Background: an optimization exercise with open tools, aiming at small area, a short achievable clock period and few clock cycles per item. Do not read the settings as production practice.

==> flow/design.v <==
package afu_region_pkg;
   typedef enum logic [1:0] {
      OP_READ  = 2'd0,
      OP_WRITE = 2'd1
   } afu_op_e;
   typedef enum logic [1:0] {
      RSP_OK      = 2'd0,
      RSP_BAD_PID = 2'd1,
      RSP_BAD_OP  = 2'd2
   } afu_status_e;
   typedef enum logic [1:0] {
      HS_IDLE      = 2'd0,
      HS_BUSY      = 2'd1,
      HS_ACK       = 2'd2,
      HS_WAIT_DROP = 2'd3
   } afu_hs_state_e;
endpackage
`timescale 1ns/1ns
module afu_null_port #(
   parameter int unsigned PORT_PID = 0
) (
   input  logic                   i_clk,
   input  logic                   i_arst_n,
   input  logic                   i_wr,
   input  logic                   i_rd,
   input  logic [4-1:0] i_addr,
   input  logic [64-1:0] i_wdata_q,
   output logic [64-1:0] o_rdata
);
   localparam logic [64-1:0] HEADER = {
      {(64-16){1'b0}},
      4'(PORT_PID),
      12'h014
   };
   logic [64-1:0] scratch;
   logic                   scr_wr_q;
   always_ff @(posedge i_clk or negedge i_arst_n) begin
      if (!i_arst_n) begin
         scr_wr_q <= 1'b0;
         scratch  <= '0;
      end else begin
         scr_wr_q <= i_wr && (i_addr == 4'h1);
         if (scr_wr_q) scratch <= i_wdata_q;
      end
   end
   always_comb begin
      o_rdata = '0;
      if (i_rd) begin
         case (i_addr)
            4'h0:     o_rdata = HEADER;
            4'h1: o_rdata = scratch;
            default:           o_rdata = '0;
         endcase
      end
   end
endmodule
`timescale 1ns/1ns
module afu_lb_port (
   input  logic                   i_clk,
   input  logic                   i_arst_n,
   input  logic                   i_wr,
   input  logic                   i_rd,
   input  logic [4-1:0] i_addr,
   input  logic [64-1:0] i_wdata_q,
   output logic [64-1:0] o_rdata
);
   localparam int IDX_W = $clog2(4);
   logic [64-1:0]   buf_q [4];
   logic [16-1:0] wr_cnt;
   logic [4-1:0] buf_wr_q;
   logic                     cnt_wr_q;
   logic                     in_buf;
   assign in_buf = (i_addr < 4'(4));
   always_ff @(posedge i_clk or negedge i_arst_n) begin
      if (!i_arst_n) begin
         buf_wr_q <= '0;
         cnt_wr_q <= 1'b0;
         for (int i = 0; i < 4; i++) begin
            buf_q[i] <= '0;
         end
         wr_cnt <= '0;
      end else begin
         for (int i = 0; i < 4; i++) begin
            buf_wr_q[i] <= i_wr && (i_addr == 4'(i));
            if (buf_wr_q[i]) buf_q[i] <= i_wdata_q;
         end
         cnt_wr_q <= i_wr;
         if (cnt_wr_q) wr_cnt <= wr_cnt + 1'b1;
      end
   end
   always_comb begin
      o_rdata = '0;
      if (i_rd) begin
         if (in_buf)
            o_rdata = buf_q[i_addr[IDX_W-1:0]];
         else if (i_addr == 4'h4)
            o_rdata = {{(64-16){1'b0}}, wr_cnt};
      end
   end
endmodule
`timescale 1ns/1ns
module afu_req_decode (
   input  logic                   i_clk,
   input  logic                   i_arst_n,
   input  logic                   i_req,
   input  logic [3-1:0]  i_req_pid,
   input  logic [1:0]             i_req_op,
   input  logic [64-1:0] i_req_wdata,
   output logic [5-1:0] o_wr,    
   output logic [5-1:0] o_rd,    
   output logic [64-1:0] o_wdata_q,  
   output logic                   o_ack,
   output afu_region_pkg::afu_status_e o_status
);
   logic take;
   logic op_ok;
   assign take  = i_req && !o_ack;
   assign op_ok = !i_req_op[1];
   for (genvar p = 0; p < 5; p++) begin : gen_port
      assign o_wr[p] = take && op_ok && i_req_op[0] && (i_req_pid == 3'(p));
      assign o_rd[p] = op_ok && !i_req_op[0] && (i_req_pid == 3'(p));
   end
   always_ff @(posedge i_clk or negedge i_arst_n) begin
      if (!i_arst_n) o_ack <= 1'b0;
      else           o_ack <= i_req;
   end
   always_ff @(posedge i_clk) begin
      if (i_req_pid >= 3'(5)) o_status <= afu_region_pkg::RSP_BAD_PID;
      else if (!op_ok)                              o_status <= afu_region_pkg::RSP_BAD_OP;
      else                                          o_status <= afu_region_pkg::RSP_OK;
      o_wdata_q <= i_req_wdata;
   end
endmodule
`timescale 1ns/1ns
module afu_port_execute (
   input  logic                   i_clk,
   input  logic                   i_arst_n,
   input  logic [5-1:0] i_wr,
   input  logic [5-1:0] i_rd,
   input  logic [4-1:0] i_addr,
   input  logic [64-1:0] i_wdata_q,
   output logic [64-1:0] o_rdata
);
   logic [64-1:0] port_rdata [5];
   for (genvar p = 0; p < 5; p++) begin : gen_port
      if (p == 1) begin : gen_lb
         afu_lb_port u_lb (
            .i_clk    (i_clk),
            .i_arst_n (i_arst_n),
            .i_wr     (i_wr[p]),
            .i_rd     (i_rd[p]),
            .i_addr   (i_addr),
            .i_wdata_q(i_wdata_q),
            .o_rdata  (port_rdata[p])
         );
      end else begin : gen_null
         afu_null_port #(
            .PORT_PID (p)
         ) u_null (
            .i_clk    (i_clk),
            .i_arst_n (i_arst_n),
            .i_wr     (i_wr[p]),
            .i_rd     (i_rd[p]),
            .i_addr   (i_addr),
            .i_wdata_q(i_wdata_q),
            .o_rdata  (port_rdata[p])
         );
      end
   end
   always_comb begin
      o_rdata = '0;
      for (int p = 0; p < 5; p++) o_rdata = o_rdata | port_rdata[p];
   end
endmodule
`timescale 1ns/1ns
module afu_rsp_result (
   input  logic                   i_clk,
   input  logic [64-1:0] i_rdata,
   output logic [64-1:0] o_rdata
);
   always_ff @(posedge i_clk) begin
      o_rdata <= i_rdata;
   end
endmodule
`timescale 1ns/1ns
module afu_region_top (
   input  logic                   i_clk,
   input  logic                   i_arst_n,
   input  logic                   i_req,
   input  logic [3-1:0]  i_req_pid,
   input  logic [1:0]             i_req_op,
   input  logic [4-1:0] i_req_addr,
   input  logic [64-1:0] i_req_wdata,
   output logic                   o_ack,
   output logic [64-1:0] o_rsp_rdata,
   output afu_region_pkg::afu_status_e            o_rsp_status
);
   logic [5-1:0] dec_wr;
   logic [5-1:0] dec_rd;
   logic                      dec_ack;
   afu_region_pkg::afu_status_e dec_status;
   logic [64-1:0]    dec_wdata_q;
   logic [64-1:0]    exe_rdata;
   afu_req_decode u_decode (
      .i_clk       (i_clk),
      .i_arst_n    (i_arst_n),
      .i_req       (i_req),
      .i_req_pid   (i_req_pid),
      .i_req_op    (i_req_op),
      .i_req_wdata (i_req_wdata),
      .o_wr        (dec_wr),
      .o_rd        (dec_rd),
      .o_wdata_q   (dec_wdata_q),
      .o_ack       (dec_ack),
      .o_status    (dec_status)
   );
   afu_port_execute u_execute (
      .i_clk    (i_clk),
      .i_arst_n (i_arst_n),
      .i_wr     (dec_wr),
      .i_rd     (dec_rd),
      .i_addr   (i_req_addr),
      .i_wdata_q(dec_wdata_q),
      .o_rdata  (exe_rdata)
   );
   afu_rsp_result u_result (
      .i_clk    (i_clk),
      .i_rdata  (exe_rdata),
      .o_rdata  (o_rsp_rdata)
   );
   assign o_ack        = dec_ack;
   assign o_rsp_status = dec_status;
endmodule
clock: 4.0 ns
lec_check: 0
cap_margin: 20
core_margin: 2
core_utilization: 40
place_density: 0.6
setup_slack_margin: 2.2
slew_margin: 20
run.sh (not shown) runs the stock make flow with config.mk's settings and CLKGATE_MAP_FILE= SYNTH_SCRIPT=/design/flow/synth_recipe.tcl, a recipe that flattens the netlist after the stock synthesis.
Edit:
--- a/flow/design.v
+++ b/flow/design.v
@@ -22,27 +22,24 @@
    input  logic                   i_clk,
    input  logic                   i_arst_n,
    input  logic                   i_wr,
    input  logic                   i_rd,
    input  logic [4-1:0] i_addr,
-   input  logic [64-1:0] i_wdata_q,
+   input  logic [64-1:0] i_wdata,
    output logic [64-1:0] o_rdata
 );
    localparam logic [64-1:0] HEADER = {
       {(64-16){1'b0}},
       4'(PORT_PID),
       12'h014
    };
    logic [64-1:0] scratch;
-   logic                   scr_wr_q;
    always_ff @(posedge i_clk or negedge i_arst_n) begin
       if (!i_arst_n) begin
-         scr_wr_q <= 1'b0;
-         scratch  <= '0;
-      end else begin
-         scr_wr_q <= i_wr && (i_addr == 4'h1);
-         if (scr_wr_q) scratch <= i_wdata_q;
+         scratch <= '0;
+      end else if (i_wr && i_addr == 4'h1) begin
+         scratch <= i_wdata;
       end
    end
    always_comb begin
       o_rdata = '0;
       if (i_rd) begin
@@ -59,35 +56,29 @@
    input  logic                   i_clk,
    input  logic                   i_arst_n,
    input  logic                   i_wr,
    input  logic                   i_rd,
    input  logic [4-1:0] i_addr,
-   input  logic [64-1:0] i_wdata_q,
+   input  logic [64-1:0] i_wdata,
    output logic [64-1:0] o_rdata
 );
    localparam int IDX_W = $clog2(4);
    logic [64-1:0]   buf_q [4];
    logic [16-1:0] wr_cnt;
-   logic [4-1:0] buf_wr_q;
-   logic                     cnt_wr_q;
    logic                     in_buf;
    assign in_buf = (i_addr < 4'(4));
    always_ff @(posedge i_clk or negedge i_arst_n) begin
       if (!i_arst_n) begin
-         buf_wr_q <= '0;
-         cnt_wr_q <= 1'b0;
          for (int i = 0; i < 4; i++) begin
             buf_q[i] <= '0;
          end
          wr_cnt <= '0;
-      end else begin
-         for (int i = 0; i < 4; i++) begin
-            buf_wr_q[i] <= i_wr && (i_addr == 4'(i));
-            if (buf_wr_q[i]) buf_q[i] <= i_wdata_q;
+      end else if (i_wr) begin
+         wr_cnt <= wr_cnt + 1'b1;
+         if (in_buf) begin
+            buf_q[i_addr[IDX_W-1:0]] <= i_wdata;
          end
-         cnt_wr_q <= i_wr;
-         if (cnt_wr_q) wr_cnt <= wr_cnt + 1'b1;
       end
    end
    always_comb begin
       o_rdata = '0;
       if (i_rd) begin
@@ -103,14 +94,12 @@
    input  logic                   i_clk,
    input  logic                   i_arst_n,
    input  logic                   i_req,
    input  logic [3-1:0]  i_req_pid,
    input  logic [1:0]             i_req_op,
-   input  logic [64-1:0] i_req_wdata,
    output logic [5-1:0] o_wr,    
    output logic [5-1:0] o_rd,    
-   output logic [64-1:0] o_wdata_q,  
    output logic                   o_ack,
    output afu_region_pkg::afu_status_e o_status
 );
    logic take;
    logic op_ok;
@@ -126,21 +115,20 @@
    end
    always_ff @(posedge i_clk) begin
       if (i_req_pid >= 3'(5)) o_status <= afu_region_pkg::RSP_BAD_PID;
       else if (!op_ok)                              o_status <= afu_region_pkg::RSP_BAD_OP;
       else                                          o_status <= afu_region_pkg::RSP_OK;
-      o_wdata_q <= i_req_wdata;
    end
 endmodule
 `timescale 1ns/1ns
 module afu_port_execute (
    input  logic                   i_clk,
    input  logic                   i_arst_n,
    input  logic [5-1:0] i_wr,
    input  logic [5-1:0] i_rd,
    input  logic [4-1:0] i_addr,
-   input  logic [64-1:0] i_wdata_q,
+   input  logic [64-1:0] i_wdata,
    output logic [64-1:0] o_rdata
 );
    logic [64-1:0] port_rdata [5];
    for (genvar p = 0; p < 5; p++) begin : gen_port
       if (p == 1) begin : gen_lb
@@ -148,11 +136,11 @@
             .i_clk    (i_clk),
             .i_arst_n (i_arst_n),
             .i_wr     (i_wr[p]),
             .i_rd     (i_rd[p]),
             .i_addr   (i_addr),
-            .i_wdata_q(i_wdata_q),
+            .i_wdata  (i_wdata),
             .o_rdata  (port_rdata[p])
          );
       end else begin : gen_null
          afu_null_port #(
             .PORT_PID (p)
@@ -160,11 +148,11 @@
             .i_clk    (i_clk),
             .i_arst_n (i_arst_n),
             .i_wr     (i_wr[p]),
             .i_rd     (i_rd[p]),
             .i_addr   (i_addr),
-            .i_wdata_q(i_wdata_q),
+            .i_wdata  (i_wdata),
             .o_rdata  (port_rdata[p])
          );
       end
    end
    always_comb begin
@@ -197,32 +185,29 @@
 );
    logic [5-1:0] dec_wr;
    logic [5-1:0] dec_rd;
    logic                      dec_ack;
    afu_region_pkg::afu_status_e dec_status;
-   logic [64-1:0]    dec_wdata_q;
    logic [64-1:0]    exe_rdata;
    afu_req_decode u_decode (
       .i_clk       (i_clk),
       .i_arst_n    (i_arst_n),
       .i_req       (i_req),
       .i_req_pid   (i_req_pid),
       .i_req_op    (i_req_op),
-      .i_req_wdata (i_req_wdata),
       .o_wr        (dec_wr),
       .o_rd        (dec_rd),
-      .o_wdata_q   (dec_wdata_q),
       .o_ack       (dec_ack),
       .o_status    (dec_status)
    );
    afu_port_execute u_execute (
       .i_clk    (i_clk),
       .i_arst_n (i_arst_n),
       .i_wr     (dec_wr),
       .i_rd     (dec_rd),
       .i_addr   (i_req_addr),
-      .i_wdata_q(dec_wdata_q),
+      .i_wdata  (i_req_wdata),
       .o_rdata  (exe_rdata)
    );
    afu_rsp_result u_result (
       .i_clk    (i_clk),
       .i_rdata  (exe_rdata),
The new run ran to the end with no violations.
Setup slack is worse by 530 ps.
Clock-buffer cell count rose by 3.
Cell area rose by about 12%.
Flip-flop and latch count fell by 73.
Utilization rises by 9.1 points.
Critical path depth climbs by 9.
Non-clock buffer count rises by 244.
No functional check of the RTL was part of any run of this note.

-- re-timing with driven ports --
The results above use ideal ports. As a check the final layouts listed here were re-extracted and re-timed, cells and wires unchanged.
Step 1, drivers: a clkbuf_16 drives i_clk and a buf_2 each remaining input, both assumed.
Step 2 also shifts input and output timing later by t, the mid clock arrival at the registers, as if the neighbouring blocks saw the same clock.
Slacks: no drivers / after step 1 / after step 2; pairs: no drivers / after step 1.
run | shift t [ns] | slack for setup (ns) | latest minus earliest clock arrival (ns) | worst register clock-pin slew, ns | worst data-port slew with drivers (ns)
the first run | 0.661 | 2.091 / 2.027 / 1.563 | 0.027 / 0.027 | 0.07 / 0.07 | 0.07
the second run | 0.666 | 1.562 / 1.560 / 0.894 | 0.034 / 0.034 | 0.07 / 0.07 | 0.12
After both steps every run listed still meets setup and hold. For the second run, which loses most, drivers alone change the setup slack by -0.002 ns; drivers and shift together by -0.668 ns.
